From an optimization exercise on the open Yosys and OpenROAD flow, aimed at small area, a short achievable clock period and few clock cycles per item; shortcuts taken in it are not production practice.
RTL that was checked went through simulation tests only; none was proved equivalent to the original.
Only the layout flow was run in runs 1 and 4; the RTL was not checked for function there.
No driver is modelled on the clock port, so clocking that relies on it looks cheaper here than on a real chip.

## flow/flow/run.sh

```bash
#!/bin/bash
export BUFFER_PORTS_ARGS="-buffer_cell sky130_fd_sc_hd__buf_1"
bash standard.sh > standard.log 2>&1
```

## flow/standard.sh

```bash
#!/bin/bash
# synth_recipe.tcl (not shown) runs the flow's synth.tcl, then flattens the netlist and writes it again
# the make line also repeats each setting of config.mk as NAME=value (left out here)
make -C /OpenROAD-flow-scripts/flow DESIGN_CONFIG=/design/flow/config.mk WORK_HOME=/design/flow/orfs CLKGATE_MAP_FILE= SYNTH_SCRIPT=/design/flow/synth_recipe.tcl "${@:-finish}"
```

## flow/config.mk

```make
export PLATFORM = sky130hd
export DESIGN_NAME = chacha_block_engine
export DESIGN_NICKNAME = chacha_block_engine
export VERILOG_FILES = /design/flow/design.v
export SDC_FILE = /design/flow/constraint.sdc
export NUM_CORES = 4
export LEC_CHECK = 0
export ABC_AREA = 1
export CAP_MARGIN = 40
export CORE_MARGIN = 2
export CORE_UTILIZATION = 45
export CTS_BUF_LIST = sky130_fd_sc_hd__clkbuf_8
export GPL_ROUTABILITY_DRIVEN = 1
export PLACE_DENSITY = 0.6
export SETUP_SLACK_MARGIN = 5.0
export SLEW_MARGIN = 40
```

## flow/constraint.sdc

```tcl
create_clock -name core_clock -period 13.5 [get_ports {clk}]
set_input_delay 2.7000 -clock core_clock [delete_from_list [all_inputs] [get_ports {clk}]]
set_output_delay 2.7000 -clock core_clock [all_outputs]
set_load 0.01 [all_outputs]
```

## flow/design.v

```verilog
module chacha_block_engine #(
  parameter int ROUNDS       = 20,
  parameter int QR_PER_CYCLE = 4
) (
  input  logic         clk,
  input  logic         rst,
  input  logic         in_valid,
  output logic         in_ready,
  input  logic [255:0] key,
  input  logic [95:0]  nonce,
  input  logic [31:0]  counter,
  input  logic         next,
  output logic         ctr_wrap,
  output logic [511:0] ks,
  output logic         out_valid,
  input  logic         out_ready
);
  localparam int STEPS = 2 * ROUNDS;
  localparam int ST_W  = $clog2(STEPS + 1);
  localparam logic [ST_W-1:0] ST_LAST = STEPS;
  localparam logic [127:0] SIGMA = {32'h6b206574, 32'h79622d32, 32'h3320646e, 32'h61707865};
  function automatic logic [31:0] rotl(input logic [31:0] v, input int sh);
    rotl = (v << sh) | (v >> (32 - sh));
  endfunction
  function automatic logic [31:0] add32(input logic [31:0] a, input logic [31:0] b);
    logic [31:0] g, p, gg, pp, g2, p2;
    g = a & b; p = a ^ b; gg = g; pp = p;
    for (int l = 0; l < 5; l++) begin
      g2 = gg; p2 = pp;
      for (int i = 0; i < 32; i++) begin
        if ((i >> l) & 1) begin
          g2[i] = gg[i] | (pp[i] & gg[((i >> l) << l) - 1]);
          p2[i] = pp[i] & pp[((i >> l) << l) - 1];
        end
      end
      gg = g2; pp = p2;
    end
    add32 = p ^ {gg[30:0], 1'b0};
  endfunction
  function automatic logic [127:0] half_qr(input logic [31:0] a_b_i, b_i, c_i, d_i,
                                           input int r1, input int r2);
    logic [31:0] a, b, c, d;
    a = a_b_i;            d = rotl(d_i ^ a, r1);
    c = add32(c_i, d);    b = rotl(b_i ^ c, r2);
    half_qr = {d, c, b, a};
  endfunction
  logic [511:0]    x_q, y_q, x_d, y_d, init_s, h1_in;
  logic [255:0]    key_q;
  logic [95:0]     nonce_q;
  logic [31:0]     ctr_q, ctr_inc, ctr_start, xc_q, yc_q;
  logic [ST_W-1:0] xs_q, ys_q;
  logic            xv_q, yv_q, ld_q, primed_q, wrap_q;
  logic            x_busy, x_done, x_free, stall, start, start_next, start_blk;
  assign x_done  = xv_q && (xs_q == ST_LAST);
  assign x_busy  = xv_q && !x_done;             
  assign x_free  = !xv_q || (x_done && out_ready);
  assign stall   = x_done && !out_ready;
  assign in_ready   = !ld_q && x_free && !(in_valid && yv_q);
  assign start      = in_ready && (in_valid || (next && primed_q));
  assign start_next = start && !in_valid;
  assign ctr_wrap   = wrap_q;
  assign start_blk = start_next || ld_q;        
  assign ctr_inc   = ctr_q + 32'd1;
  assign ctr_start = ld_q ? ctr_q : ctr_inc;
  assign init_s    = {nonce_q, ctr_start, key_q, SIGMA};
  assign h1_in     = x_busy ? x_q : init_s;
  always_comb begin
    logic [127:0] qr_out;
    logic [511:0] qo;
    logic [31:0]  ab_x, ab_init;
    for (int k = 0; k < 4; k++) begin
      ab_x    = add32(x_q[32*k +: 32], x_q[32*(4+k) +: 32]);
      ab_init = add32(SIGMA[32*k +: 32], key_q[32*k +: 32]);
      qr_out  = half_qr(x_busy ? ab_x : ab_init, h1_in[32*(4+k) +: 32],
                        h1_in[32*(8+k) +: 32], h1_in[32*(12+k) +: 32], 16, 12);
      for (int r = 0; r < 4; r++) y_d[32*(4*r+k) +: 32] = qr_out[32*r +: 32];
    end
    for (int k = 0; k < 4; k++) begin
      qr_out = half_qr(add32(y_q[32*k +: 32], y_q[32*(4+k) +: 32]), y_q[32*(4+k) +: 32],
                       y_q[32*(8+k) +: 32], y_q[32*(12+k) +: 32], 8, 7);
      for (int r = 0; r < 4; r++) qo[32*(4*r+k) +: 32] = qr_out[32*r +: 32];
    end
    for (int r = 0; r < 4; r++)
      for (int j = 0; j < 4; j++)
        x_d[32*(4*r+j) +: 32] = qo[32*(4*r+((r-j+4)%4)) +: 32];
  end
  assign out_valid = x_done;
  always_ff @(posedge clk or posedge rst) begin
    if (rst) begin
      xv_q     <= 1'b0;
      yv_q     <= 1'b0;
      ld_q     <= 1'b0;
      primed_q <= 1'b0;
      wrap_q   <= 1'b0;
    end else begin
      ld_q <= start && in_valid;
      if (!stall) begin
        xv_q <= yv_q;
        yv_q <= start_blk || x_busy;
      end
      if (start) begin
        primed_q <= 1'b1;
        wrap_q   <= in_valid ? 1'b0 : (wrap_q | (ctr_q == 32'hFFFF_FFFF));
      end
    end
  end
  always_ff @(posedge clk) begin
    if (start) begin
      if (in_valid) begin
        key_q   <= key;
        nonce_q <= nonce;
        ctr_q   <= counter;
      end else begin
        ctr_q   <= ctr_inc;
      end
    end
    if (!stall) begin
      x_q  <= x_d;
      xs_q <= ys_q + 1'b1;
      xc_q <= yc_q;
      y_q  <= y_d;
      ys_q <= start_blk ? ST_W'(1) : xs_q + 1'b1;
      yc_q <= start_blk ? ctr_start : xc_q;
    end
  end
  always_comb begin
    logic [511:0] s;
    s = {nonce_q, xc_q, key_q, SIGMA};
    for (int i = 0; i < 16; i++) ks[32*i +: 32] = add32(x_q[32*i +: 32], s[32*i +: 32]);
  end
endmodule
```

==> results.txt, run 1 <==
status no timing/DRC/antenna violations; gr ovfl total 0; clk_skew 0.0784 ns; placed cell area 111000 um^2; hold slack 0.394 ns; post-synth top area cell edfxtp_1; root buffer cell clkbuf_8; Clock transition at path regs 0.06 ns; commonest cells after routing, fill and taps aside nand2_1, inv_1, edfxtp_1; share of layout cells above drive strength 1 6.72%; cell with the most instances on the worst path nand2_1; chip width 484 um; Detail Route Antenna Nets 0; Final Net Count around 14000; Clock Tree Buf Depth 4; Distinct cells, synth 78; max-cap viol count 0; die area 235000 um^2; first-pass GRT wire length 642000 um; Slew Limit Fails 0; Slew @ Worst Pin about 0.99 ns; final WL 479000 um; drc violations 0; Crit path max-delay family simple AND/OR/NAND/NOR gates; GRT Util Overall 39.7%; CP endpoint kind output pin; number of cells upsized or downsized after cts 0; number of flops mapped to enable cells by yosys between 1000 and 1500; unrepaired setup endpoints after global routing false; synth-to-layout area growth 12.5%; Buffers on Ports 903; Die Ht 484 um; initial antenna violation count 59; via count 88955; postcts setup bufs 0; max frequency 133 MHz; kind of critical path reg -> out; # fillers 21600; Yosys top cell area share a little over two fifths; Final GP Congestion 1.05; H-tree Lvls 5; DR vias/cell ~5.7; fin crit period about 7.5 ns; largest net degree at the start of global routing 146; CTS Hold Bufs 0; final setup TNS 0 ns; worst-skew pair later-pin latency 1.06 ns; DR WL/cell between 30 and 40 um; FP Rows 176; ys async rst share 0.336%; Crit-path slowest cell xor2_1; core area 230000 um^2; commonest non-fill, non-tap cell in the layout nand2_1; WP buf/inv 4; slowest cell delay on critical path 0.60 ns; WP data required 10.80 ns; Mapped Area 104000 um^2; dpl hpwl 399000 um; I/O pins 904; type of the most critical hold path reg -> reg; Critical Path AT 4.82 ns; synthesized area per cell 9.30 um^2; dominant synthesized flop cell edfxtp_1; CTS tree yes; Detailed Route Iter0 Violations around 11000; met1 GRT Util 55.0%; Hold Vio Cnt, Final 0; #FFs+latches synth 1489; sequential share of the synthesized area 43.0%; starting density of the core 45.2%; Mapped Nets 12567; largest cells by area after synthesis edfxtp_1, ha_1, nand2_1; TritonCTS Sinks 1489; vias in the first global route 81702; DR pass1 iterations 6; endpoints failing setup 0; Syn Inst Count 11160; M3 GR Usage 6.73%; CP cell instances ha_1 > inv_1 > fa_1 > inv_1 > nand3_1 > nand2_1 > nand2_1 > nand2_2 > nand3_1 > nand2_2 > a21oi_2 > inv_1 > nand2_1 > nand2_2 > nand3_1 > nand2_1 > xor2_1 > buf_1; Rel. slew slack 33.8%; startpoint class of the critical path register; Crit Path Max Fanout 15; TritonCTS Buffers approximately 310; met2 Usage GRT slightly below 60%; Yosys warning count 1; crit share post-route 55.7%; GRT busiest layer met2; fin area 117000 um^2
==> metrics by stage <==
step                cells  setup slack [ns]  utilization (%)
floorplan           11160             -6.39                -
global placement    14981              6.81             48.1
detailed placement  14986              7.11             48.3
CTS                 15506              6.05             50.7
global route        15525              5.94             50.8
finish              15541              5.98             50.8
==> area by class of cell <==
cell class / instances / area [um^2] / share of cell area (%)
Tap cell: 3026 / 3790 / 3.24
Clock inverter: 212 / 1300 / 1.11
Clock buffer: 308 / 4240 / 3.63
Timing Repair Buffer: 971 / 4230 / 3.62
Inverter: 1474 / 5550 / 4.75
Multi-Input combinational cell: 8031 / 52900 / 45.3
Antenna cell: 30 / 75.1 / 0.0643
Sequential cell: 1489 / 44700 / 38.3
==> kinds of logic after synthesis <==
family          share of synthesized area [%]
simple gates                             18.2
mux                                     0.702
xor+xnor                                 10.2
buf+inv                                  6.37
flops                                    43.0
fa+ha+maj                                13.3
compound gates                           8.21
==> synthesized netlist by cell type (all sizes together) (7+ instances only) <==
master / number
a21boi: 59
clkbuf: 36
nand3: 773
o21bai: 93
and3: 20
fa: 140
a31oi: 45
xor3: 20
ha: 878
nand2: 2747
inv: 1473
or2: 91
a211oi: 14
edfxtp: 1484
nor4: 14
xnor3: 65
mux2i: 72
xnor2: 336
o21ai: 440
o2111ai: 7
nand4: 64
xor2: 653
buf: 130
a21oi: 638
nand3b: 53
nor2: 577
and2: 8
o31ai: 8
a21o: 106
nor3: 80
==> path summary, 6_finish.rpt <==
kind	from	to	slack (ns)	depth (start not counted)
worst max register to register	xs_q[2]	y_q[221]	7.10	20
worst min-delay path	yc_q[7]	xc_q[7]	0.39	0
worst min register to register	yc_q[7]	xc_q[7]	0.39	0
min in group asynchronous	rst	wrap_q	1.53	2
worst max-delay path	x_q[416]	ks[435]	5.98	18
max in group asynchronous	rst	ld_q	11.77	2
==> flip-flops by register name, indices dropped and copies added, names as in the netlist, 6 cells and up <==
name / flops
xs_q: 6
ys_q: 6
x_q: 512
key_q: 256
y_q: 512
ctr_q: 32
xc_q: 32
nonce_q: 96
yc_q: 32
==> routing by layer <==
metal	up-vias	share of wire, %
li1	39722	-
met1	43378	42
met2	4932	42
met3	909	9.2
met4	14	7.5
met5	-	0.020
==> inputs of run 2 (changes only) <==
--- a/flow/design.v
+++ b/flow/design.v
@@ -49,10 +49,10 @@
   logic [95:0]     nonce_q;
   logic [31:0]     ctr_q, ctr_inc, ctr_start, xc_q, yc_q;
   logic [ST_W-1:0] xs_q, ys_q;
-  logic            xv_q, yv_q, ld_q, primed_q, wrap_q;
+  logic            xv_q, yv_q, xd_q, xb_q, ld_q, primed_q, wrap_q;
   logic            x_busy, x_done, x_free, stall, start, start_next, start_blk;
-  assign x_done  = xv_q && (xs_q == ST_LAST);
-  assign x_busy  = xv_q && !x_done;             
+  assign x_done  = xd_q;
+  assign x_busy  = xb_q;
   assign x_free  = !xv_q || (x_done && out_ready);
   assign stall   = x_done && !out_ready;
   assign in_ready   = !ld_q && x_free && !(in_valid && yv_q);
@@ -89,6 +89,8 @@
     if (rst) begin
       xv_q     <= 1'b0;
       yv_q     <= 1'b0;
+      xd_q     <= 1'b0;
+      xb_q     <= 1'b0;
       ld_q     <= 1'b0;
       primed_q <= 1'b0;
       wrap_q   <= 1'b0;
@@ -96,6 +98,8 @@
       ld_q <= start && in_valid;
       if (!stall) begin
         xv_q <= yv_q;
+        xd_q <= yv_q && (ys_q == ST_LAST - 1'b1);
+        xb_q <= yv_q && (ys_q != ST_LAST - 1'b1);
         yv_q <= start_blk || x_busy;
       end
       if (start) begin
--- a/flow/config.mk
+++ b/flow/config.mk
@@ -9,7 +9,6 @@
 export CAP_MARGIN = 40
 export CORE_MARGIN = 2
 export CORE_UTILIZATION = 45
-export CTS_BUF_LIST = sky130_fd_sc_hd__clkbuf_8
 export GPL_ROUTABILITY_DRIVEN = 1
 export PLACE_DENSITY = 0.6
 export SETUP_SLACK_MARGIN = 5.0
==> run 2 against run 1 <==
Effect of this change:
- still clean on timing, DRC and antenna
- worst hold slack better by 0.017 ns
- synthesized cell count up 0.39%
- global-route usage down 0.79 points
- critical path type unchanged
- largest cell class unchanged
==> results.txt, run 2 <==
fin area 117000 um^2 (about the same); Slew @ Worst Pin 1.01 ns (was 0.986 ns); number of cells upsized or downsized after cts 0 (unchanged); synthesized area per cell 9.25 um^2 (was 9.30 um^2); Final GP Congestion 1.07 (was 1.05); final WL 468000 um (was 479000 um); clk_skew 0.0352 ns (was 0.0784 ns); postcts setup bufs 0 (unchanged); Final Net Count 13601 (was 13681); commonest cells after routing, fill and taps aside nand2_1, edfxtp_1, inv_1 (was nand2_1, inv_1, edfxtp_1); root buffer cell clkbuf_16 (was clkbuf_8); crit path from x_q[384] (was x_q[416]); slowest cell delay on critical path 0.60 ns (about the same); startpoint class of the critical path register (unchanged); Crit-path slowest cell edfxtp_1 (was xor2_1); post-synth top area cell edfxtp_1 (unchanged); share of layout cells above drive strength 1 5.90% (was 6.72%); sequential share of the synthesized area 43.2% (was 43.0%); Clock Tree Buf Depth 3 (was 4); largest net degree at the start of global routing 131 (was 146); dominant synthesized flop cell edfxtp_1 (unchanged); vias in the first global route 81485 (was 81702); CTS tree yes (unchanged); Slew Limit Fails 0 (unchanged); synth-to-layout area growth 13.2% (was 12.5%); largest cells by area after synthesis edfxtp_1, ha_1, nand2_1 (unchanged); #FFs+latches synth 1491 (was 1489); number of flops mapped to enable cells by yosys 1484 (unchanged); post-placement cell count 15033 (was 14986); DR WL/cell 30.4 um (was 30.8 um); Mapped Area 104000 um^2 (about the same); TritonCTS Sinks 1491 (was 1489); Distinct cells, synth 70 (was 78); Crit Path Max Fanout 15 (unchanged); core area 229000 um^2 (was 230000 um^2); Detail Route Antenna Nets 0 (unchanged); DR vias/cell 5.73 (was 5.72); starting density of the core 45.1% (was 45.2%); drc violations 0 (unchanged); fin crit period 6.96 ns (was 7.52 ns); gr ovfl total 0 (unchanged); Mapped Nets 12609 (was 12567); ys async rst share 0.469% (was 0.336%); via count 88160 (was 88955); WP data required 10.80 ns (about the same); FF-to-FF Start y_q[160] (was xs_q[2]); Syn Inst Count 11203 (was 11160); commonest non-fill, non-tap cell in the layout nand2_1 (unchanged); Yosys top cell area share 43.0% (was 42.9%); WP buf/inv 5 (was 4); Largest regs x_q x512, y_q x512, key_q x256 (unchanged); CP endpoint kind output pin (unchanged); Yosys warning count 1 (unchanged); H-tree Lvls 4 (was 5); Die Ht 484 um (about the same); Rel. slew slack 32.0% (was 33.8%); die area 234000 um^2 (was 235000 um^2); CTS Hold Bufs 0 (unchanged); max frequency 144 MHz (was 133 MHz); dpl hpwl 392000 um (was 399000 um); endpoints failing setup 0 (unchanged); final setup TNS 0 ns (unchanged); status no timing/DRC/antenna violations (unchanged); most numerous cell in the Yosys netlist nand2_1 (unchanged); TritonCTS Buffers 181 (was 307); kind of critical path reg -> out (unchanged); first-pass GRT wire length 633000 um (was 642000 um); I/O pins 904 (unchanged); Detailed Route Iter0 Violations 10821 (was 11414); FP Rows 176 (unchanged); HP Start yc_q[1] (was yc_q[7]); Buffers on Ports 903 (unchanged); initial antenna violation count 58 (was 59); chip width 484 um (about the same); final core utilization 51.1% (was 50.8%); DR pass1 iterations 7 (was 6); GRT Util Overall 38.9% (was 39.7%); most frequent cells after synthesis nand2_1, edfxtp_1, inv_1 (unchanged); Clock transition at path regs 0.07 ns (was 0.06 ns); max-cap viol count 0 (unchanged); Hold Vio Cnt, Final 0 (unchanged); placed cell area 111000 um^2 (about the same); crit share post-route 51.6% (was 55.7%); Crit path max-delay family simple AND/OR/NAND/NOR gates (unchanged); CP cell instances ha_1 > inv_1 > fa_1 > inv_1 > nand3_1 > nand2_1 > nand2_1 > nand2_1 > nand3_2 > nand2_2 > a21oi_2 > inv_1 > nand2_1 > nand2_2 > inv_1 > fa_1 > xnor2_1 > buf_1 (was ha_1 > inv_1 > fa_1 > inv_1 > nand3_1 > nand2_1 > nand2_1 > nand2_2 > nand3_1 > nand2_2 > a21oi_2 > inv_1 > nand2_1 > nand2_2 > nand3_1 > nand2_1 > xor2_1 > buf_1); worst-skew pair later-pin latency 0.86 ns (was 1.06 ns); Critical Path AT 4.26 ns (was 4.82 ns); type of the most critical hold path reg -> reg (unchanged); unrepaired setup endpoints after global routing false (unchanged); Finished Layout Cells 15395 (was 15541)
run 2: cell types whose count changed in the layout (fill, tap and decap cells not counted), moves of 26 or more:
| cell | previous run | this run |
|---|---|---|
| xor2_1 | 630 | 662 |
| o21ai_1 | 123 | 56 |
| a21oi_1 | 603 | 629 |
| o21ai_0 | 250 | 331 |
| clkbuf_8 | 308 | 2 |
| clkbuf_16 | 0 | 184 |
| nor2_1 | 559 | 588 |
| inv_1 | 1535 | 1457 |
| xnor2_1 | 323 | 287 |
| o21ai_2 | 65 | 26 |
| clkbuf_1 | 0 | 26 |
| clkinv_1 | 66 | 33 |
run 2: layout make-up:
type,count,area [um^2]
fill,21370,112000
multi-input combinational,8078,52800
sequential,1491,44700
inverter,1467,5510
clock buffer,212,4730
timing repair buffer,976,4200
tap,3026,3790
clock inverter,128,1440
antenna,17,42.5
run 2: logic make-up (layout without fill, tap and decap cells):
group	Yosys count	after routing	share of synthesized area, %
compound gates	1438	1438	8.13
fa+ha+maj	1017	1017	13.3
buf+inv	1634	2783	6.14
flops	1491	1491	43.2
mux	57	57	0.551
xor+xnor	1061	1061	10.1
simple gates	4505	4505	18.6
other cells	0	17	0
run 2: final timing paths:
kind                       cells past startpoint  slack (ns)        to
max in group asynchronous                      2       11.32      xb_q
setup reg to reg                              30        7.23  x_q[133]
hold reg to reg                                0        0.41   xc_q[1]
hold / removal                                 0        0.41   xc_q[1]
setup / recovery                              18        6.54   ks[401]
min in group asynchronous                      2        1.83  primed_q
run 2: worst register-to-register path: cells and delay by family (launching register included):
family | cells | cell delay (ns)
AO/OA/AOI/OAI | 3 | 0.49
adder cells (fa/ha/maj) | 4 | 1.18
flip-flops | 1 | 0.54
buffers and inverters | 3 | 0.29
XOR/XNOR | 2 | 1.17
AND/OR/NAND/NOR | 18 | 2.33
run 2: metal layers:
metal,up-vias,GRT usage [%],wire (um)
met1,43166,52.5,192000
met4,22,22.5,32400
li1,39620,-,-
met3,836,7.25,42400
met5,-,0,154
met2,4516,58.5,202000
run 2: through the flow:
stage / setup WS (ns) / hold slack [ns]
floorplan: 4.84 / 0.400
global placement: 6.92 / 0.401
detailed placement: 7.24 / 0.405
CTS: 6.56 / 0.416
global route: 6.32 / 0.424
finish: 6.54 / 0.411
Testbench counts of run 2, summed over its fixed seeds: cycles 10,312, items 512.
==> inputs of run 3 (changes only) <==
==> flow/flow/run.sh (replaced) <==
#!/bin/bash
# The standard layout (standard.sh), with two changes:
#  - the ports are buffered with buf_1 cells instead of the resizer's default choice;
#  - timing repair after CTS and after global routing aims for a larger setup slack
#    (flow/margin.tcl, sourced by ORFS's PRE_CTS/PRE_GLOBAL_ROUTE hooks).
# The tools' output goes to standard.log (ORFS also keeps per-step logs under orfs/logs).
export BUFFER_PORTS_ARGS="-buffer_cell sky130_fd_sc_hd__buf_1"
export PRE_CTS_TCL="$(pwd)/flow/margin.tcl"
export PRE_GLOBAL_ROUTE_TCL="$(pwd)/flow/margin.tcl"
bash standard.sh > standard.log 2>&1
==> flow/flow/margin.tcl (new file) <==
# Timing repair after CTS and after global routing aims for this setup slack. The flow
# settings cap SETUP_SLACK_MARGIN at 5 ns; this design's paths are shorter than that.
set ::env(SETUP_SLACK_MARGIN) 7.3
==> run 3 against run 2 <==
Effect of this change:
- sequential cell count stayed put
- critical path depth stayed put
- clock skew is 0.0025 ns lower
- first-iteration DRC count is 1.7% higher
- via count is 1.4% higher
- synthesized cell count stayed put
- non-clock buffer count is 174 higher
- register-to-register slack better by 0.27 ns
- worst hold slack better by 0.0013 ns
- sequential share of layout area is 1.3 points lower
==> results.txt, run 3 <==
final setup TNS 0 ns (unchanged); Syn Inst Count 11203 (unchanged); Detailed Route Iter0 Violations 11000 (was 10821); unrepaired setup endpoints after global routing true (was false); commonest cells after routing, fill and taps aside nand2_1, edfxtp_1, inv_1 (unchanged); kind of critical path reg -> out (unchanged); Hold Vio Cnt, Final 0 (unchanged); WP buf/inv 6 (was 5); Mapped Nets 12609 (unchanged); core area 229000 um^2 (unchanged); Die Ht 484 um (unchanged); commonest non-fill, non-tap cell in the layout nand2_1 (unchanged); clk_skew 0.0327 ns (was 0.0352 ns); met1 GRT Util 52.7% (was 52.5%); #FFs+latches synth 1491 (unchanged); CP cell instances ha_2 > inv_2 > fa_2 > inv_2 > nand3_2 > nand2_2 > nand2_2 > nand2_4 > nand3_4 > nand2_4 > a21oi_4 > inv_2 > nand2_4 > nand2_8 > inv_2 > fa_2 > inv_2 > buf_6 (was ha_1 > inv_1 > fa_1 > inv_1 > nand3_1 > nand2_1 > nand2_1 > nand2_1 > nand3_2 > nand2_2 > a21oi_2 > inv_1 > nand2_1 > nand2_2 > inv_1 > fa_1 > xnor2_1 > buf_1); Crit Path Max Fanout 8 (was 15); met2 Usage GRT 59.2% (was 58.5%); post-synth top area cell edfxtp_1 (unchanged); synth-to-layout area growth 17.2% (was 13.2%); Distinct cells, synth 70 (unchanged); max-cap viol count 0 (unchanged); max frequency 156 MHz (was 144 MHz); CTS tree yes (unchanged); first-pass GRT wire length 638000 um (was 633000 um); GRT Util Overall 39.2% (was 38.9%); fin crit period 6.41 ns (was 6.96 ns); sequential share of the synthesized area 43.2% (unchanged); dpl hpwl 392000 um (unchanged); fin area 121000 um^2 (was 117000 um^2); Buffers on Ports 903 (unchanged); final WL 474000 um (was 468000 um); area of the multi-input gates 55000 um^2 (was 52800 um^2); M3 GR Usage 7.28% (was 7.25%); I/O pins 904 (unchanged); Yosys top cell area share 43.0% (unchanged); DR WL/cell 30.4 um (about the same); share of layout cells above drive strength 1 11.0% (was 5.90%); final core utilization 52.9% (was 51.1%); worst hold stages 0 (unchanged); Rel. slew slack 28.4% (was 32.0%); slowest cell delay on critical path 0.58 ns (was 0.60 ns); ys async rst share 0.469% (unchanged); R2R depth 23 (was 30); largest cells by area after synthesis edfxtp_1, ha_1, nand2_1 (unchanged); CP endpoint kind output pin (unchanged); die area 234000 um^2 (unchanged); chip width 484 um (unchanged); post-placement cell count 15033 (unchanged); R2R setup slack 7.50 ns (was 7.23 ns); placed cell area 111000 um^2 (unchanged); DR pass1 iterations 9 (was 7); largest net degree at the start of global routing 131 (unchanged); initial antenna violation count 56 (was 58); startpoint class of the critical path register (unchanged); FP Rows 176 (unchanged); number of flops mapped to enable cells by yosys 1484 (unchanged); FF-to-FF End x_q[130] (was x_q[133]); Finished Layout Cells 15573 (was 15395); Slew Limit Fails 0 (unchanged); drc violations 0 (unchanged); crit share post-route 47.5% (was 51.6%); TritonCTS Sinks 1491 (unchanged); Final GP Congestion 1.07 (unchanged); Mapped Area 104000 um^2 (unchanged); TritonCTS Buffers 181 (unchanged); synthesized area per cell 9.25 um^2 (unchanged); endpoints failing setup 0 (unchanged); starting density of the core 45.1% (unchanged); type of the most critical hold path reg -> reg (unchanged); Crit-path slowest cell edfxtp_1 (unchanged); Largest regs x_q x512, y_q x512, key_q x256 (unchanged); # fillers 20996 (was 21370); cell with the most instances on the worst path inv_2; HP Start yc_q[1] (unchanged); Slew @ Worst Pin 1.07 ns (was 1.01 ns); Crit path max-delay family adder cells (was simple AND/OR/NAND/NOR gates); Critical Path AT 3.71 ns (was 4.26 ns); Clock transition at path regs 0.07 ns (about the same); vias in the first global route 82326 (was 81485); DR vias/cell 5.74 (was 5.73); CTS Hold Bufs 0 (unchanged); GRT busiest layer met2 (unchanged); FF-to-FF Start y_q[160] (unchanged); most frequent cells after synthesis nand2_1, edfxtp_1, inv_1 (unchanged); status no timing/DRC/antenna violations (unchanged); Yosys warning count 1 (unchanged); via count 89382 (was 88160); worst-skew pair later-pin latency 0.87 ns (was 0.86 ns); Final Net Count 13778 (was 13601); Detail Route Antenna Nets 0 (unchanged); WP data required 10.80 ns (about the same); dominant synthesized flop cell edfxtp_1 (unchanged); Register Area 44700 um^2 (unchanged); Hold Crit Endpoint xc_q[1] (unchanged); gr ovfl total 0 (unchanged); most numerous cell in the Yosys netlist nand2_1 (unchanged)
==> run 3: cell types whose count changed in the layout (fill, tap and decap cells not counted), moves of 27 or more <==
cell     delta
buf_1     -124
buf_2      +73
buf_4     +136
buf_6      +44
inv_1      -47
inv_2      +46
nand2_1    -61
nand2_2    +30
nand2_4    +27
nand3_1    -59
nand3_2    +44
xor2_1     -55
xor2_2     +50
==> run 3: cell type report <==
cell class | instances | area share (%)
Inverter | 1467 | 4.54
Multi-Input combinational cell | 8081 | 45.3
Antenna cell | 18 | 0.0371
Timing Repair Buffer | 1150 | 5.08
Tap cell | 3026 | 3.12
Clock buffer | 212 | 3.90
Sequential cell | 1491 | 36.9
Clock inverter | 128 | 1.19
==> run 3: cell families (layout without fill, tap and decap cells) <==
| kind of cell | Yosys count | in the layout | synth area share, % |
|---|---|---|---|
| xor gates and xnor gates | 1061 | 1061 | 10.1 |
| DFF | 1491 | 1491 | 43.2 |
| muxes | 57 | 57 | 0.551 |
| buffers and inverters | 1634 | 2957 | 6.14 |
| AOI/OAI and AO/OA | 1438 | 1438 | 8.13 |
| other | 0 | 18 | 0 |
| adders and majority gates | 1017 | 1017 | 13.3 |
| and+or+nand+nor | 4505 | 4508 | 18.6 |
==> run 3: per-stage QoR <==
stage | hold WS, ns | setup slack, ns
after floorplan | 0.400 | 4.84
after detailed placement | 0.405 | 7.24
after global placement | 0.401 | 6.92
after CTS | 0.416 | 7.15
final | 0.412 | 7.09
after global routing | 0.424 | 7.00
==> run 3: worst max path at each step <==
stage              start        to  slack, ns  cells past startpoint
2_1_floorplan   in_valid      ld_q       4.84                      5
3_3_place_gp   out_ready  x_q[380]       6.92                      6
3_5_place_dp    in_valid  in_ready       7.24                      5
4_1_cts         x_q[384]   ks[400]       7.15                     18
5_1_grt         x_q[384]   ks[400]       7.00                     18
6_report        x_q[384]   ks[400]       7.09                     18
==> run 3: repair_timing <==
action | in CTS | in global routing
pin swaps | 73 | 119
gates cloned | 2 | 5
gates resized for setup | 284 | 413
endpoints found under the setup margin | 217 | 280
buffers inserted | 114 | 58
==> run 3: metal layers <==
| metal | wire length, um | vias up |
|---|---|---|
| met1 | 193000 | 43857 |
| li1 | - | 39956 |
| met4 | 32800 | 24 |
| met2 | 205000 | 4655 |
| met5 | 207 | - |
| met3 | 42300 | 890 |
==> inputs of run 4 (changes only) <==
--- a/flow/design.v
+++ b/flow/design.v
@@ -37,11 +37,32 @@
     end
     add32 = p ^ {gg[30:0], 1'b0};
   endfunction
+  function automatic logic [31:0] add32_bk(input logic [31:0] a, input logic [31:0] b);
+    logic [31:0] g, p, gg, pp;
+    g = a & b; p = a ^ b; gg = g; pp = p;
+    for (int l = 0; l < 5; l++) begin
+      for (int i = 0; i < 32; i++) begin
+        if (((i + 1) % (2 << l)) == 0) begin
+          gg[i] = gg[i] | (pp[i] & gg[i - (1 << l)]);
+          pp[i] = pp[i] & pp[i - (1 << l)];
+        end
+      end
+    end
+    for (int l = 3; l >= 0; l--) begin
+      for (int i = 0; i < 32; i++) begin
+        if (((i + 1) % (2 << l)) == (1 << l) && i >= (2 << l)) begin
+          gg[i] = gg[i] | (pp[i] & gg[i - (1 << l)]);
+          pp[i] = pp[i] & pp[i - (1 << l)];
+        end
+      end
+    end
+    add32_bk = p ^ {gg[30:0], 1'b0};
+  endfunction
   function automatic logic [127:0] half_qr(input logic [31:0] a_b_i, b_i, c_i, d_i,
                                            input int r1, input int r2);
     logic [31:0] a, b, c, d;
     a = a_b_i;            d = rotl(d_i ^ a, r1);
-    c = add32(c_i, d);    b = rotl(b_i ^ c, r2);
+    c = add32_bk(c_i, d);    b = rotl(b_i ^ c, r2);
     half_qr = {d, c, b, a};
   endfunction
   logic [511:0]    x_q, y_q, x_d, y_d, init_s, h1_in;
@@ -69,14 +90,14 @@
     logic [511:0] qo;
     logic [31:0]  ab_x, ab_init;
     for (int k = 0; k < 4; k++) begin
-      ab_x    = add32(x_q[32*k +: 32], x_q[32*(4+k) +: 32]);
-      ab_init = add32(SIGMA[32*k +: 32], key_q[32*k +: 32]);
+      ab_x    = add32_bk(x_q[32*k +: 32], x_q[32*(4+k) +: 32]);
+      ab_init = add32_bk(SIGMA[32*k +: 32], key_q[32*k +: 32]);
       qr_out  = half_qr(x_busy ? ab_x : ab_init, h1_in[32*(4+k) +: 32],
                         h1_in[32*(8+k) +: 32], h1_in[32*(12+k) +: 32], 16, 12);
       for (int r = 0; r < 4; r++) y_d[32*(4*r+k) +: 32] = qr_out[32*r +: 32];
     end
     for (int k = 0; k < 4; k++) begin
-      qr_out = half_qr(add32(y_q[32*k +: 32], y_q[32*(4+k) +: 32]), y_q[32*(4+k) +: 32],
+      qr_out = half_qr(add32_bk(y_q[32*k +: 32], y_q[32*(4+k) +: 32]), y_q[32*(4+k) +: 32],
                        y_q[32*(8+k) +: 32], y_q[32*(12+k) +: 32], 8, 7);
       for (int r = 0; r < 4; r++) qo[32*(4*r+k) +: 32] = qr_out[32*r +: 32];
     end
@@ -130,6 +151,6 @@
   always_comb begin
     logic [511:0] s;
     s = {nonce_q, xc_q, key_q, SIGMA};
-    for (int i = 0; i < 16; i++) ks[32*i +: 32] = add32(x_q[32*i +: 32], s[32*i +: 32]);
+    for (int i = 0; i < 16; i++) ks[32*i +: 32] = add32_bk(x_q[32*i +: 32], s[32*i +: 32]);
   end
 endmodule
==> flow/flow/margin.tcl (replaced) <==
# Timing repair after CTS and after global routing aims for this setup slack. The flow
# settings cap SETUP_SLACK_MARGIN at 5 ns; this design's paths are shorter than that.
set ::env(SETUP_SLACK_MARGIN) 7.5
==> run 4 against run 3 <==
Effect of this change:
- still clean
- clock skew increased by 0.0061 ns
- die area down 7.2%
- first-iteration DRC count is 12% lower
- utilization up 4.9 points
- sequential share of layout area down 0.36 points
- non-clock buffer count increased by 342
- synthesized area fell by 7.2%
- worst hold slack improved by 0.0039 ns
- critical endpoint is now ks[511]
==> results.txt, run 4 <==
first-pass GRT wire length 575000 um (was 638000 um); DR WL/cell 33.0 um (was 30.4 um); startpoint class of the critical path register (unchanged); TritonCTS Buffers 177 (was 181); final WL 435000 um (was 474000 um); placed cell area 104000 um^2 (was 111000 um^2); Final Net Count 11979 (was 13778); CP endpoint kind output pin (unchanged); Critical Path AT 3.67 ns (was 3.71 ns); Crit Path Max Fanout 4 (was 8); number of flops mapped to enable cells by yosys 1484 (unchanged); TritonCTS Sinks 1491 (unchanged); type of the most critical hold path reg -> reg (unchanged); synth-to-layout area growth 27.6% (was 17.2%); Yosys top cell area share 46.4% (was 43.0%); fin crit period 6.37 ns (was 6.41 ns); endpoints failing setup 0 (unchanged); ys async rst share 0.469% (unchanged); synthesized area per cell 11.1 um^2 (was 9.25 um^2); final setup TNS 0 ns (unchanged); area of the multi-input gates 54800 um^2 (was 55000 um^2); die area 217000 um^2 (was 234000 um^2); Crit-path slowest cell edfxtp_1 (unchanged); share of layout cells above drive strength 1 22.9% (was 11.0%); core area 212000 um^2 (was 229000 um^2); commonest non-fill, non-tap cell in the layout nand2_1 (unchanged); dominant synthesized flop cell edfxtp_1 (unchanged); Rel. slew slack 35.3% (was 28.4%); cell with the most instances on the worst path nand2_4 (was inv_2); HP Start yc_q[20] (was yc_q[1]); Register Area 44700 um^2 (unchanged); Mapped Area 96100 um^2 (was 104000 um^2); Yosys warning count 1 (unchanged); starting density of the core 45.3% (was 45.1%); Largest regs x_q x512, y_q x512, key_q x256 (unchanged); clk_skew 0.0388 ns (was 0.0327 ns); vias in the first global route 71281 (was 82326); FF-to-FF Start x_q[192] (was y_q[160]); Syn Inst Count 8666 (was 11203); Slew @ Worst Pin 0.964 ns (was 1.07 ns); FP Rows 169 (was 176); max-cap viol count 0 (unchanged); sequential share of the synthesized area 46.6% (was 43.2%); commonest cells after routing, fill and taps aside nand2_1, edfxtp_1, inv_1 (unchanged); DR vias/cell 5.82 (was 5.74); Detail Route Antenna Nets 0 (unchanged); dpl hpwl 352000 um (was 392000 um); crit path from x_q[492] (was x_q[384]); Final WS setup 7.13 ns (was 7.09 ns); Crit path max-delay family simple AND/OR/NAND/NOR gates (was adder cells); status no timing/DRC/antenna violations (unchanged); DR pass1 iterations 6 (was 9); Final GP Congestion 1.05 (was 1.07); gr ovfl total 0 (unchanged); slowest cell delay on critical path 0.60 ns (was 0.58 ns); Buffers on Ports 903 (unchanged); Hold Vio Cnt, Final 0 (unchanged); # fillers 17712 (was 20996); via count 76798 (was 89382); largest net degree at the start of global routing 166 (was 131); post-synth top area cell edfxtp_1 (unchanged); Clock transition at path regs 0.06 ns (was 0.07 ns); most numerous cell in the Yosys netlist nand2_1 (unchanged); Mapped Nets 10440 (was 12609); #FFs+latches synth 1491 (unchanged); fin area 123000 um^2 (was 121000 um^2); GRT Util Overall 38.8% (was 39.2%); WP data required 10.80 ns (about the same); Die Ht 466 um (was 484 um); most frequent cells after synthesis nand2_1, edfxtp_1, ha_1 (was nand2_1, edfxtp_1, inv_1); Distinct cells, synth 51 (was 70); unrepaired setup endpoints after global routing true (unchanged); chip width 466 um (was 484 um); Slew Limit Fails 0 (unchanged); kind of critical path reg -> out (unchanged); Detailed Route Iter0 Violations 9710 (was 11000); drc violations 0 (unchanged); worst-skew pair later-pin latency 0.85 ns (was 0.87 ns); CP cell instances ha_4 > a21o_1 > nand3_2 > nand2_4 > a21oi_4 > nand2_8 > nand2_4 > nand2_8 > nand2_4 > nand2_4 > nand2_2 > nand2_2 > fa_2 > xnor2_4 > buf_6 (was ha_2 > inv_2 > fa_2 > inv_2 > nand3_2 > nand2_2 > nand2_2 > nand2_4 > nand3_4 > nand2_4 > a21oi_4 > inv_2 > nand2_4 > nand2_8 > inv_2 > fa_2 > inv_2 > buf_6); crit share post-route 47.2% (was 47.5%); CTS tree yes (unchanged); pre-CTS WS 6.19 ns (was 7.24 ns); largest cells by area after synthesis edfxtp_1, ha_1, fa_1 (was edfxtp_1, ha_1, nand2_1); initial antenna violation count 38 (was 56); WP buf/inv 1 (was 6); final core utilization 57.8% (was 52.9%); I/O pins 904 (unchanged); max frequency 157 MHz (was 156 MHz)
run 4: cell types whose count changed in the layout (fill, tap and decap cells not counted), moves of 142 or more:
cell     change
nand3_1    -517
a21oi_1    -325
inv_1      -579
nor2_1     -353
buf_4      +187
buf_1      -142
buf_6      +248
fa_1       +148
nand2_1    -996
fa_2       +160
run 4: cell type report:
cell class / count / share of cell area (%)
Timing Repair Buffer: 1492 / 8.36
Sequential cell: 1491 / 36.5
Clock inverter: 120 / 0.967
Multi-Input combinational cell: 6156 / 44.7
Clock buffer: 208 / 3.79
Antenna cell: 15 / 0.0306
Inverter: 887 / 2.73
Tap cell: 2821 / 2.88
run 4: through the flow:
| stage | hold slack (ns) | cells |
|---|---|---|
| floorplan | 0.400 | 8666 |
| global placement | 0.400 | 12331 |
| detailed placement | 0.405 | 12337 |
| CTS | 0.414 | 12993 |
| global route | 0.418 | 13178 |
| finish | 0.416 | 13190 |
run 4: path summary, 6_finish.rpt:
path,depth (start not counted),to,slack (ns)
setup / recovery,15,ks[511],7.13
hold / removal,0,xc_q[20],0.42
setup reg to reg,31,y_q[203],7.46
hold reg to reg,0,xc_q[20],0.42
max in group asynchronous,2,xb_q,11.46
min in group asynchronous,2,xb_q,1.78
run 4: repair_timing:
item / in CTS / in global routing
endpoints found under the setup margin: 496 / 502
buffers inserted: 327 / 179
cloned: 1 / 1
pin swaps: 235 / 343
resized for setup: 1136 / 883
hold buffers: 0 / 0
run 4: logic make-up (layout without fill, tap and decap cells):
family          count (synthesis)  in the layout  synth area share (%)
compound gates               1017           1017                  6.20
fa+ha+maj                    1385           1385                  21.5
xor+xnor                     1059           1059                  9.69
other cells                     0             15                     0
simple gates                 2651           2651                  11.4
flops                        1491           1491                  46.6
mux                            44             44                 0.458
buf+inv                      1019           2707                  4.11
run 4: layer usage:
layer,track usage (%),part of all wire (%),up-vias,routed length [um]
li1,-,-,32632,-
met1,54.8,40,38811,175000
met2,56.6,42,4545,184000
met3,7.58,11,798,45900
met4,20.7,6.8,12,29700
met5,0,0.017,-,75
==> inputs of run 5 (changes only) <==
--- a/flow/design.v
+++ b/flow/design.v
@@ -151,6 +151,6 @@
   always_comb begin
     logic [511:0] s;
     s = {nonce_q, xc_q, key_q, SIGMA};
-    for (int i = 0; i < 16; i++) ks[32*i +: 32] = add32_bk(x_q[32*i +: 32], s[32*i +: 32]);
+    for (int i = 0; i < 16; i++) ks[32*i +: 32] = add32(x_q[32*i +: 32], s[32*i +: 32]);
   end
 endmodule
==> run 5 against run 4 <==
Effect of this change:
- still clean on timing, DRC and antenna
- fmax is 1.2% higher
- first-iteration DRC count is 7.3% higher
- sequential cell count unchanged
- clock skew down 0.0018 ns
- via count grew 8.6%
- final area down 0.11%
- non-clock buffer count decreased by 186
- count of clock-buffer cells in the layout up 13
- largest cell class unchanged
==> results.txt, run 5 <==
status no timing/DRC/antenna violations (unchanged); Hold Vio Cnt, Final 0 (unchanged); initial antenna violation count 52 (was 38); Crit Path Max Fanout 3 (was 4); number of flops mapped to enable cells by yosys 1484 (unchanged); TritonCTS Sinks 1491 (unchanged); worst-skew pair later-pin latency 0.86 ns (was 0.85 ns); commonest non-fill, non-tap cell in the layout nand2_1 (unchanged); share of layout cells above drive strength 1 17.0% (was 22.9%); Rel. slew slack 28.3% (was 35.3%); kind of critical path reg -> out (unchanged); core area 220000 um^2 (was 212000 um^2); DR pass1 iterations 6 (unchanged); first-pass GRT wire length 592000 um (was 575000 um); most numerous cell in the Yosys netlist nand2_1 (unchanged); Critical Path AT 3.60 ns (was 3.67 ns); final WL 443000 um (was 435000 um); WP buf/inv 5 (was 1); FP Rows 172 (was 169); commonest cells after routing, fill and taps aside nand2_1, edfxtp_1, inv_1 (unchanged); Syn Inst Count 10161 (was 8666); sequential share of the synthesized area 44.8% (was 46.6%); dpl hpwl 363000 um (was 352000 um); Detailed Route Iter0 Violations 10419 (was 9710); # fillers 19417 (was 17712); Largest regs x_q x512, y_q x512, key_q x256 (unchanged); fin crit period 6.30 ns (was 6.37 ns); CTS tree yes (unchanged); Mapped Area 99800 um^2 (was 96100 um^2); Clock transition at path regs 0.07 ns (was 0.06 ns); dominant synthesized flop cell edfxtp_1 (unchanged); startpoint class of the critical path register (unchanged); type of the most critical hold path reg -> reg (unchanged); Crit-path slowest cell fa_2 (was edfxtp_1); Final GP Congestion 1.07 (was 1.05); Slew Limit Fails 0 (unchanged); met2 Usage GRT 55.2% (was 56.6%); met1 GRT Util 52.3% (was 54.8%); chip width 475 um (was 466 um); Yosys top cell area share 44.7% (was 46.4%); crit share post-route 46.6% (was 47.2%); WP data required 10.80 ns (about the same); slowest cell delay on critical path 0.53 ns (was 0.60 ns); synthesized area per cell 9.82 um^2 (was 11.1 um^2); CTS Hold Bufs 0 (unchanged); unrepaired setup endpoints after global routing true (unchanged); Crit path max-delay family adder cells (was simple AND/OR/NAND/NOR gates); Buffers on Ports 903 (unchanged); Detail Route Antenna Nets 0 (unchanged); clk_skew 0.0370 ns (was 0.0388 ns); max-cap viol count 0 (unchanged); largest cells by area after synthesis edfxtp_1, ha_1, nand2_1 (was edfxtp_1, ha_1, fa_1); Distinct cells, synth 60 (was 51); TritonCTS Buffers 177 (unchanged); Final Net Count 13109 (was 11979); DR vias/cell 5.71 (was 5.82); vias in the first global route 77195 (was 71281); CP cell instances ha_2 > inv_2 > fa_2 > inv_2 > nand3_2 > nand2_4 > nand3_2 > nand2_2 > nand3_2 > nand2_4 > nand3_4 > nand2_8 > inv_4 > fa_2 > inv_2 > buf_6 (was ha_4 > a21o_1 > nand3_2 > nand2_4 > a21oi_4 > nand2_8 > nand2_4 > nand2_8 > nand2_4 > nand2_4 > nand2_2 > nand2_2 > fa_2 > xnor2_4 > buf_6); via count 83385 (was 76798); max frequency 159 MHz (was 157 MHz); M3 GR Usage 7.34% (was 7.58%); synth-to-layout area growth 22.8% (was 27.6%); DR WL/cell 30.4 um (was 33.0 um); final setup TNS 0 ns (unchanged); I/O pins 904 (unchanged); GRT Util Overall 38.1% (was 38.8%); ys async rst share 0.469% (unchanged); CP endpoint kind output pin (unchanged); starting density of the core 45.4% (was 45.3%); Die Ht 475 um (was 466 um); #FFs+latches synth 1491 (unchanged); Slew @ Worst Pin 1.07 ns (was 0.964 ns); drc violations 0 (unchanged); largest net degree at the start of global routing 150 (was 166); die area 225000 um^2 (was 217000 um^2); post-synth top area cell edfxtp_1 (unchanged); Mapped Nets 11771 (was 10440); Yosys warning count 1 (unchanged); endpoints failing setup 0 (unchanged); pre-CTS WS 6.13 ns (was 6.19 ns); GRT busiest layer met2 (unchanged); Final WS setup 7.20 ns (was 7.13 ns); gr ovfl total 0 (unchanged); most frequent cells after synthesis nand2_1, edfxtp_1, inv_1 (was nand2_1, edfxtp_1, ha_1)
==> run 5: final cells by class <==
class | count | area [um^2] | share of cell area [%]
clock buffers | 221 | 4770 | 3.90
flip-flops and latches | 1491 | 44700 | 36.5
multi-input cells | 7281 | 55200 | 45.1
diodes | 9 | 22.5 | 0.0184
repair buffers | 1306 | 8250 | 6.73
inverters | 1242 | 4690 | 3.83
clock inverters | 102 | 1090 | 0.894
well taps | 2958 | 3700 | 3.02
==> run 5: metrics by stage <==
stage,util [%],hold slack [ns],area [um^2],instances
final,55.7,0.415,122000,14610
after global routing,55.7,0.420,122000,14602
after CTS,53.2,0.414,117000,14453
after detailed placement,48.7,0.405,107000,13956
after global placement,48.6,0.401,107000,13952
after floorplan,-,0.400,99800,10161
==> run 5: worst paths after layout <==
kind	from	endpoint	depth (start not counted)	slack [ns]
max in group asynchronous	rst	xb_q	2	11.44
setup reg to reg	x_q[128]	y_q[139]	34	7.53
min in group asynchronous	rst	wrap_q	2	1.76
hold reg to reg	yc_q[6]	xc_q[6]	0	0.41
setup / recovery	x_q[416]	ks[432]	16	7.20
hold / removal	yc_q[6]	xc_q[6]	0	0.41
==> run 5: worst register-to-register path, delay by kind of cell (launching register included) <==
kind	cells	cell delay [ns]
AOI/OAI and AO/OA	3	0.64
buffers and inverters	4	0.41
adders and majority gates	5	1.64
and+or+nand+nor	20	2.20
DFF	1	0.37
xor gates and xnor gates	2	0.43
==> run 5: cell families after synthesis <==
family / synth area share, %
buffers and inverters: 5.44
adders and majority gates: 17.7
DFF: 44.8
AOI/OAI and AO/OA: 7.12
xor gates and xnor gates: 8.79
and+or+nand+nor: 15.6
muxes: 0.482
==> run 5: per-layer routing <==
metal	part of all wire, %	wire (um)
met5	0.018	82
met4	7.7	34200
met3	10	46300
met2	42	186000
met1	40	177000
==> run 5: repair_timing <==
item,CTS,global route
setup endpoints to repair,505,502
gates resized for setup,616,1092
gates cloned,2,7
pin swaps,113,272
setup buffers,172,139
Testbench counts of run 5, summed over its fixed seeds: cycles 10,312, items 512.
==> inputs of run 6 (changes only) <==
--- a/flow/config.mk
+++ b/flow/config.mk
@@ -6,10 +6,10 @@
 export NUM_CORES = 4
 export LEC_CHECK = 0
 export ABC_AREA = 1
-export CAP_MARGIN = 40
+export CAP_MARGIN = 20
 export CORE_MARGIN = 2
-export CORE_UTILIZATION = 45
+export CORE_UTILIZATION = 50
 export GPL_ROUTABILITY_DRIVEN = 1
-export PLACE_DENSITY = 0.6
+export PLACE_DENSITY = 0.65
 export SETUP_SLACK_MARGIN = 5.0
-export SLEW_MARGIN = 40
+export SLEW_MARGIN = 20
==> run 6 against run 5 <==
Effect of this change:
- synthesized cell count did not move
- critical endpoint is now ks[496]
- still clean on timing, DRC and antenna
- worst setup slack improved by 0.013 ns
==> results.txt, run 6 <==
status no timing/DRC/antenna violations (unchanged); drc violations 0 (unchanged); TritonCTS Buffers 174 (was 177); endpoints failing setup 0 (unchanged); WP data required 10.80 ns (about the same); crit share post-route 46.6% (about the same); chip width 451 um (was 475 um); number of flops mapped to enable cells by yosys 1484 (unchanged); # fillers 16566 (was 19417); synth-to-layout area growth 21.0% (was 22.8%); Buffers on Ports 903 (unchanged); dominant synthesized flop cell edfxtp_1 (unchanged); Rel. slew slack 9.07% (was 28.3%); final setup TNS 0 ns (unchanged); FP Rows 163 (was 172); max frequency 159 MHz (about the same); M1 WL 164000 um (was 177000 um); most numerous cell in the Yosys netlist nand2_1 (unchanged); worst-skew pair later-pin latency 0.86 ns (about the same); Distinct cells, synth 60 (unchanged); TritonCTS Sinks 1491 (unchanged); post-synth top area cell edfxtp_1 (unchanged); startpoint class of the critical path register (unchanged); first-pass GRT wire length 582000 um (was 592000 um); Final GP Congestion 1.09 (was 1.07); Slew @ Worst Pin 1.35 ns (was 1.07 ns); area of the multi-input gates 54400 um^2 (was 55200 um^2); kind of critical path reg -> out (unchanged); Die Ht 451 um (was 475 um); Mapped Area 99800 um^2 (unchanged); synthesized area per cell 9.82 um^2 (unchanged); Routed met3 length 45900 um (was 46300 um); Syn Inst Count 10161 (unchanged); most frequent cells after synthesis nand2_1, edfxtp_1, inv_1 (unchanged); Yosys top cell area share 44.7% (unchanged); clk_skew 0.0355 ns (was 0.0370 ns); Crit Path Max Fanout 6 (was 3); Register Area 44700 um^2 (unchanged); Largest regs x_q x512, y_q x512, key_q x256 (unchanged); initial antenna violation count 43 (was 52); Detail Route Antenna Nets 0 (unchanged); GRT Util Overall 41.1% (was 38.1%); I/O pins 904 (unchanged); fin crit period 6.28 ns (was 6.30 ns); core area 198000 um^2 (was 220000 um^2); Mapped Nets 11771 (unchanged); dpl hpwl 351000 um (was 363000 um); unrepaired setup endpoints after global routing true (unchanged); commonest cells after routing, fill and taps aside nand2_1, edfxtp_1, inv_1 (unchanged); starting density of the core 50.4% (was 45.4%); CTS tree yes (unchanged); commonest non-fill, non-tap cell in the layout nand2_1 (unchanged); DR pass1 iterations 8 (was 6); DR vias/cell 5.90 (was 5.71); Clock transition at path regs 0.06 ns (was 0.07 ns); #FFs+latches synth 1491 (unchanged); max-cap viol count 0 (unchanged); via count 84090 (was 83385); die area 203000 um^2 (was 225000 um^2); Hold Vio Cnt, Final 0 (unchanged); share of layout cells above drive strength 1 15.6% (was 17.0%); Detailed Route Iter0 Violations 10797 (was 10419); Max Used Layer met5 (unchanged); Final Net Count 13070 (was 13109); DR WL/cell 30.3 um (was 30.4 um); type of the most critical hold path reg -> reg (unchanged); largest net degree at the start of global routing 179 (was 150); met2 WL 181000 um (was 186000 um); vias in the first global route 77975 (was 77195); Slew Limit Fails 0 (unchanged); Yosys warning count 1 (unchanged); Critical Path AT 3.58 ns (was 3.60 ns); largest cells by area after synthesis edfxtp_1, ha_1, nand2_1 (unchanged); ys async rst share 0.469% (unchanged); sequential share of the synthesized area 44.8% (unchanged); gr ovfl total 0 (unchanged); final WL 432000 um (was 443000 um); CP endpoint kind output pin (unchanged)
## run 6: cell counts after synthesis
Identical to the previous run, type by type.
## run 6: worst max-delay path: stages (launching register included)
cell and delay (ns):
edfxtp_1 0.54, ha_2 0.24, inv_2 0.04, fa_2 0.32
inv_2 0.07, nand3_2 0.06, nand2_2 0.08, nand2_2 0.07
nand2_4 0.08, nand3_4 0.07, nand2_4 0.08, nand3_4 0.07
nand3_4 0.22, inv_2 0.06, fa_2 0.54, inv_2 0.04
buf_6 0.11
## run 6: worst paths after layout
| kind | start | to | slack (ns) | depth (start not counted) |
|---|---|---|---|---|
| worst max register to register | x_q[160] | y_q[165] | 7.45 | 34 |
| min in group asynchronous | rst | yv_q | 1.77 | 2 |
| max in group asynchronous | rst | xb_q | 11.47 | 2 |
| worst min register to register | yc_q[12] | xc_q[12] | 0.41 | 0 |
| worst min-delay path | yc_q[12] | xc_q[12] | 0.41 | 0 |
| worst max-delay path | x_q[480] | ks[496] | 7.22 | 16 |
## run 6: metrics by stage
stage               area (um^2)  util (%)  hold slack, ns  worst slack, ns  cells
floorplan                 99800         -           0.400             4.83  10161
global placement         106000      53.8           0.401             6.17  13626
detailed placement       106000      53.8           0.405             6.19  13626
CTS                      116000      58.9           0.412             7.22  14120
global route             121000      61.0           0.415             7.18  14249
finish                   121000      61.0           0.410             7.22  14264
## run 6: layout make-up
cell class | count | area share, %
clock inverter | 117 | 1.04
clock buffer | 208 | 3.81
inverter | 1242 | 3.88
antenna | 15 | 0.0311
sequential | 1491 | 37.1
tap | 2640 | 2.74
timing repair buffer | 1270 | 6.34
multi-input combinational | 7281 | 45.1
## run 6: per-layer routing
metal	GRT usage, %	vias to the layer above
li1	-	36626
met1	54.3	41449
met2	59.3	4910
met3	8.82	1087
met4	31.4	18
met5	0	-
## run 6: cell families after synthesis
family	synth area share, %
and+or+nand+nor	15.6
DFF	44.8
buffers and inverters	5.44
AOI/OAI and AO/OA	7.12
adders and majority gates	17.7
xor gates and xnor gates	8.79
muxes	0.482
## run 6: what timing repair did
action / in CTS / in global routing
hold buffers: 0 / 0
gates cloned: 4 / 3
gates resized for setup: 673 / 839
buffers inserted: 165 / 125
endpoints found under the setup margin: 489 / 476
pin swaps: 115 / 228
==> inputs of run 7 (changes only) <==
--- a/flow/config.mk
+++ b/flow/config.mk
@@ -9,6 +9,8 @@
 export CAP_MARGIN = 20
 export CORE_MARGIN = 2
 export CORE_UTILIZATION = 50
+export CTS_CLUSTER_DIAMETER = 60
+export CTS_CLUSTER_SIZE = 30
 export GPL_ROUTABILITY_DRIVEN = 1
 export PLACE_DENSITY = 0.65
 export SETUP_SLACK_MARGIN = 5.0
==> run 7 against run 6 <==
Effect of this change:
- final area is essentially flat
- first-iteration DRC count grew 2.8%
- count of clock-buffer cells in the layout shrank 53
- worst setup slack gained 0.077 ns
- sequential share of layout area is essentially flat
- wire length is essentially flat
- utilization is essentially flat
- sequential cell count is the same
- synthesized cell count is the same
- worst hold slack gained 0.0069 ns
==> results.txt, run 7 <==
status no timing/DRC/antenna violations (unchanged); Die Ht 451 um (unchanged); Detail Route Antenna Nets 0 (unchanged); Final WS setup 7.29 ns (was 7.22 ns); post-placement cell count 13626 (unchanged); Clock transition at path regs 0.09 ns (was 0.06 ns); CTS tree yes (unchanged); M3 GR Usage 8.87% (was 8.82%); TritonCTS Sinks 1491 (unchanged); fin crit period 6.21 ns (was 6.28 ns); sequential share of the synthesized area 44.8% (unchanged); worst-skew pair later-pin latency 0.85 ns (was 0.86 ns); Finished Layout Cells 14215 (was 14264); GRT busiest layer met2 (unchanged); Syn Inst Count 10161 (unchanged); commonest cells after routing, fill and taps aside nand2_1, edfxtp_1, inv_1 (unchanged); Hold Vio Cnt, Final 0 (unchanged); hold slack 0.417 ns (was 0.410 ns); clk_skew 0.0496 ns (was 0.0355 ns); CP endpoint kind output pin (unchanged); Slew @ Worst Pin 1.32 ns (was 1.35 ns); Distinct cells, synth 60 (unchanged); Mapped Nets 11771 (unchanged); met2 Usage GRT 59.6% (was 59.3%); Final GP Congestion 1.09 (unchanged); crit share post-route 46.0% (was 46.6%); Yosys warning count 1 (unchanged); pre-CTS WS 6.19 ns (unchanged); via count 83576 (was 84090); core area 198000 um^2 (unchanged); GRT Util Overall 41.1% (about the same); Largest regs x_q x512, y_q x512, key_q x256 (unchanged); TritonCTS Buffers 148 (was 174); Buffers on Ports 903 (unchanged); synth-to-layout area growth 21.0% (about the same); drc violations 0 (unchanged); met1 GRT Util 54.2% (was 54.3%); most frequent cells after synthesis nand2_1, edfxtp_1, inv_1 (unchanged); unrepaired setup endpoints after global routing true (unchanged); WP data required 10.80 ns (about the same); I/O pins 904 (unchanged); dominant synthesized flop cell edfxtp_1 (unchanged); Rel. slew slack 11.2% (was 9.07%); Mapped Area 99800 um^2 (unchanged); Yosys top cell area share 44.7% (unchanged); R2R setup slack 7.44 ns (was 7.45 ns); max-cap viol count 0 (unchanged); Critical Path AT 3.51 ns (was 3.58 ns); chip width 451 um (unchanged); kind of critical path reg -> out (unchanged); ys async rst share 0.469% (unchanged); most numerous cell in the Yosys netlist nand2_1 (unchanged); commonest non-fill, non-tap cell in the layout nand2_1 (unchanged); max frequency 161 MHz (was 159 MHz); final setup TNS 0 ns (unchanged); Slew Limit Fails 0 (unchanged); synthesized area per cell 9.82 um^2 (unchanged); FP Rows 163 (unchanged); dpl hpwl 351000 um (unchanged); first-pass GRT wire length 580000 um (was 582000 um); type of the most critical hold path reg -> reg (unchanged); startpoint class of the critical path register (unchanged); share of layout cells above drive strength 1 16.5% (was 15.6%); #FFs+latches synth 1491 (unchanged); largest net degree at the start of global routing 179 (unchanged); number of flops mapped to enable cells by yosys 1484 (unchanged); endpoints failing setup 0 (unchanged); DR WL/cell 30.4 um (was 30.3 um); post-synth top area cell edfxtp_1 (unchanged); initial antenna violation count 36 (was 43); Crit Path Max Fanout 3 (was 6); vias in the first global route 77400 (was 77975); gr ovfl total 0 (unchanged); DR pass1 iterations 8 (unchanged); largest cells by area after synthesis edfxtp_1, ha_1, nand2_1 (unchanged); final WL 432000 um (about the same); starting density of the core 50.4% (unchanged); DR vias/cell 5.88 (was 5.90); Detailed Route Iter0 Violations 11101 (was 10797); die area 203000 um^2 (unchanged); Final Net Count 13049 (was 13070)
-- run 7: logic make-up after synthesis --
| family | after synthesis | synth area share, % |
|---|---|---|
| XOR/XNOR | 998 | 8.79 |
| AND/OR/NAND/NOR | 3789 | 15.6 |
| multiplexers | 48 | 0.482 |
| buffers and inverters | 1389 | 5.44 |
| AO/OA/AOI/OAI | 1225 | 7.12 |
| flip-flops | 1491 | 44.8 |
| adder cells (fa/ha/maj) | 1221 | 17.7 |
-- run 7: area by class of cell --
cell class	count	area, um^2
fillers	16542	77100
multi-input cells	7282	54800
flip-flops and latches	1491	44700
repair buffers	1274	7850
inverters	1242	4680
clock buffers	155	3810
well taps	2640	3300
clock inverters	123	1600
diodes	8	20.0
-- run 7: per-layer routing --
layer	vias to the layer above	part of all wire, %
met1	41154	38
met3	1011	11
met5	-	0.0097
met4	6	9.2
met2	4828	42
li1	36577	-
-- run 7: repair_timing --
item / CTS / global route
pin swaps: 105 / 257
hold buffers: 0 / 0
gates resized for setup: 625 / 1054
cloned: 3 / 5
setup buffers: 168 / 126
setup endpoints to repair: 490 / 460
-- run 7: final timing paths --
| path | from | end | depth (start not counted) |
|---|---|---|---|
| min reg2reg | yc_q[3] | xc_q[3] | 0 |
| max reg2reg | x_q[160] | y_q[171] | 37 |
| min | yc_q[3] | xc_q[3] | 0 |
| max | x_q[384] | ks[401] | 16 |
| min in group asynchronous | rst | yv_q | 2 |
| max in group asynchronous | rst | xb_q | 2 |
-- run 7: per-stage QoR --
step	instance area (um^2)	util, %
after detailed placement	106000	53.8
after global routing	121000	61.0
after global placement	106000	53.8
final	121000	61.0
after floorplan	99800	-
after CTS	116000	58.6
-- run 7: critical path, cell delays in order (launching register included) --
cell and delay (ns):
edfxtp_1 0.54, ha_2 0.24, inv_2 0.04, fa_2 0.33, inv_2 0.07, nand3_2 0.06
nand2_2 0.08, nand2_2 0.08, nand2_4 0.08, nand3_4 0.08, nand2_4 0.10, nand3_4 0.09
nand3_4 0.11, inv_2 0.05, fa_2 0.35, xnor2_2 0.20, buf_2 0.17

-- what the ideal ports hide --
No port has a modelled driver above. Below, the same layouts with a new extraction and two added sets of constraints.
Step 1: set_driving_cell puts a clkbuf_16 on clk and a buf_2 on each other input, an assumption about the parent block.
Step 2 adds t to the input delays and takes it off the output delays; t is the mean of the earliest and latest rising clock arrival at the registers after step 1. Input paths then give back, and output paths get back, about the clock's delay inside the block.
Slacks: no drivers / after step 1 / after step 2; pairs: no drivers / after step 1.
run | t (ns) | setup WS [ns] | hold slack, ns | worst register clock-pin slew, ns | cell pins on the clock port's net
run 1 | 1.129 | 5.977 / 5.876 / 7.005 | 0.394 / 0.394 / 0.394 | 0.07 / 0.07 | 1
run 2 | 0.948 | 6.538 / 6.436 / 7.209 | 0.411 / 0.411 / 0.411 | 0.07 / 0.07 | 1
run 3 | 0.944 | 7.093 / 7.004 / 7.361 | 0.412 / 0.412 / 0.412 | 0.07 / 0.07 | 1
run 4 | 0.938 | 7.129 / 7.027 / 7.368 | 0.416 / 0.416 / 0.416 | 0.07 / 0.07 | 1
run 5 | 0.947 | 7.203 / 7.096 / 7.444 | 0.415 / 0.415 / 0.415 | 0.07 / 0.07 | 1
run 6 | 0.949 | 7.216 / 7.113 / 7.346 | 0.410 / 0.410 / 0.410 | 0.07 / 0.07 | 1
run 7 | 0.932 | 7.293 / 7.189 / 7.402 | 0.417 / 0.417 / 0.417 | 0.10 / 0.10 | 1
After both steps setup and hold are still met in every run listed.
